From an optimization exercise on the open Yosys and OpenROAD flow, aimed at small area and a short achievable clock period; shortcuts taken in it are not production practice. The RTL was checked by simulation tests, not by an equivalence proof against the original design. Power figures rest on the tool's default switching activity, not on a simulated workload.

## JK
==> flow/design.v (excerpt) <==
module raw_to_rgb_top
(
    input  logic       clk,
    input  logic       rst_n,
    input  logic       vsync,
    input  logic       href,
    input  logic       hsync,
    input  logic [1:0] mirror,
    input  demosaic_pkg::pixel_t     raw,
    output logic       post_vsync,
    output logic       post_href,
    output logic       post_hsync,
    output demosaic_pkg::pixel_t     red,
    output demosaic_pkg::pixel_t     green,
    output demosaic_pkg::pixel_t     blue
);
clock: 7.5 ns
lec_check: 0
cap_margin: 20
core_margin: 2
core_utilization: 65
cts_buf_list: sky130_fd_sc_hd__clkbuf_8 sky130_fd_sc_hd__clkbuf_16
cts_cluster_diameter: 60
cts_cluster_size: 24
place_density: 0.75
setup_slack_margin: 5.0
slew_margin: 20
tns_end_percent: 0
run.sh (not shown) runs the stock make flow with config.mk's settings and CLKGATE_MAP_FILE= SYNTH_SCRIPT=/design/flow/synth_recipe.tcl, a recipe that flattens the netlist after the stock synthesis.
JK finished end to end and its layout was clean on timing, DRC and antenna.
The inputs of MS differ from those of JK as listed below.
Settings: SETUP_SLACK_MARGIN: 5.0 -> 4.9; CTS_BUF_LIST: sky130_fd_sc_hd__clkbuf_8 sky130_fd_sc_hd__clkbuf_16 -> unset; TNS_END_PERCENT: 0 -> unset.
Findings:
Compared MS against JK; global-route wire length before repair within noise. Compared with JK, placement density in the core of MS is higher. Looking at post-route cell area, MS sits 2.0% higher than JK does. Per the final summary, MS finished and its layout is clean on timing, DRC and antenna. After detailed routing, JK needs less wire than MS.
Input changes introduced in AL (baseline for comparison: MS):
Settings: swapping 4.9 for 5.0 in SETUP_SLACK_MARGIN.
Results
Non-clock buffer area fraction after layout: MS and AL compared, higher one is AL. The clock network contribution to total cell area of AL falls short of that of MS by 0.48 points. The utilization was comparable across MS and AL. Cell area of MS is on par with AL. Final clock skew essentially unchanged between AL and MS. Comparing final clock period utilization by the worst path for MS and AL, the bigger number came from MS. Fmax, MS and AL: lower on MS. Global-route usage of AL is on par with MS. The capturing element of the worst setup path comes out bayer_kernel_i.ar1[20]$_DFF_P_ in one run and post_hsync in the other, namely in MS and AL respectively. Summary of AL over MS: fraction of standard cell area that is sequential stayed essentially flat; number of inverters outside the clock class in the layout shrank by 1.
### AL -> TR
Settings: setting TNS_END_PERCENT to 0 for the first time.
Findings:
- TR vs AL on worst hold slack: TR is the lower one.
- Higher post-layout minimum cycle time was reported by TR, not AL.
- In TR relative to AL, number of vias after detailed routing had gone down by a few percent.
- Routed via count divided by cell count went down slightly going from AL to TR.
- Diff TR..AL | flip-flop and latch power | negligible
- Re remaining global-route overflow: no difference whatsoever between TR and AL.
- [TR vs AL] detailed placement HPWL: higher in TR
- Side by side, top achievable clock speed turned out lower in TR than in AL.
- STATUS total power: TR wins against AL
- Wire length after detailed routing: TR better than AL
- [TR] met1 routing resource usage after global routing rose 0.45 points relative to AL
diff inputs: TR => PW
Settings: a change of TNS_END_PERCENT from 0 to 30.
Of PW and TR, it is PW that has the higher proportion of power drawn by combinational gates. A launch point of the critical path of window_5x5_i.line_buffer_i.taps[7]$_DFFE_PP_ is what TR shows, while window_5x5_i.f_h2$_DFF_P_ belongs to PW. Routed via count divided by cell count: PW vs TR, no meaningful difference. Looking at TR and PW, the routing usage on met3 is a wash. Standard-cell row count came out exactly the same in TR and PW.


== the previous run ==
raw_to_rgb_top again, from the RTL that the note above started with.
clock: 7.5 ns
lec_check: 0
cap_margin: 20
core_margin: 2
core_utilization: 65
cts_cluster_diameter: 60
cts_cluster_size: 24
place_density: 0.75
setup_slack_margin: 5.0
slew_margin: 20
tns_end_percent: 5
> inputs changed (the previous run -> the current run)
- a deleted TNS_END_PERCENT that had been 5
- a change of CTS_CLUSTER_SIZE from 24 to 30
==> comparison <==
The previous run: flow completed, timing, DRC and antenna clean. The current run reached the end of the flow, and the finished layout is clean on the timing, design-rule and antenna checks. Sequential share of cell area (the current run over the previous run): decrease, 1.7 points. Note that the post-CTS setup repair buffer count recorded for the current run amounts to 1.13 times the value seen in the previous run. Fraction of area in non-clock buffers sits higher in the current run than in the previous run. Against the previous run, the current run comes in 1.7 points higher on core utilization. Power share of the combinational group: the previous run and the current run compared, higher one is the current run. Row non-clock buffer count: the current run higher / the previous run lower. The standard cells in the current run occupy more silicon area than those in the previous run do. Number of cells on the critical path up 2 in the current run wrt the previous run.

## re-timing with driven ports
No port has a modelled driver above. Below, the same layouts with a new extraction and two added sets of constraints.
Step 1, drivers: a clkbuf_16 drives clk and a buf_2 each remaining input, both assumed.
Step 2 moves the port delays by t, midway between the first and last clock arrival at a register: inputs arrive t later, outputs are due t later. That takes back most of the time a late clock gives input paths.
a / b / c = ideal ports / drivers / drivers and shift; a / b = the first two.
run	shift t [ns]	setup WS [ns]	worst slew at a driven data input, ns	cell pins on the clock port's net
JK	0.682	4.833 / 4.814 / 4.239	0.05	1
MS	0.702	4.846 / 4.784 / 4.357	0.06	1
AL	0.685	4.873 / 4.810 / 4.443	0.04	1
TR	0.682	4.843 / 4.816 / 4.234	0.05	1
PW	0.683	4.834 / 4.802 / 4.450	0.05	1
the previous run	0.686	4.837 / 4.799 / 4.289	0.05	1
the current run	0.714	4.830 / 4.768 / 4.415	0.04	1
After both steps every run listed still meets setup and hold. For TR, which loses most, drivers alone change the setup slack by -0.027 ns; drivers and shift together by -0.609 ns.
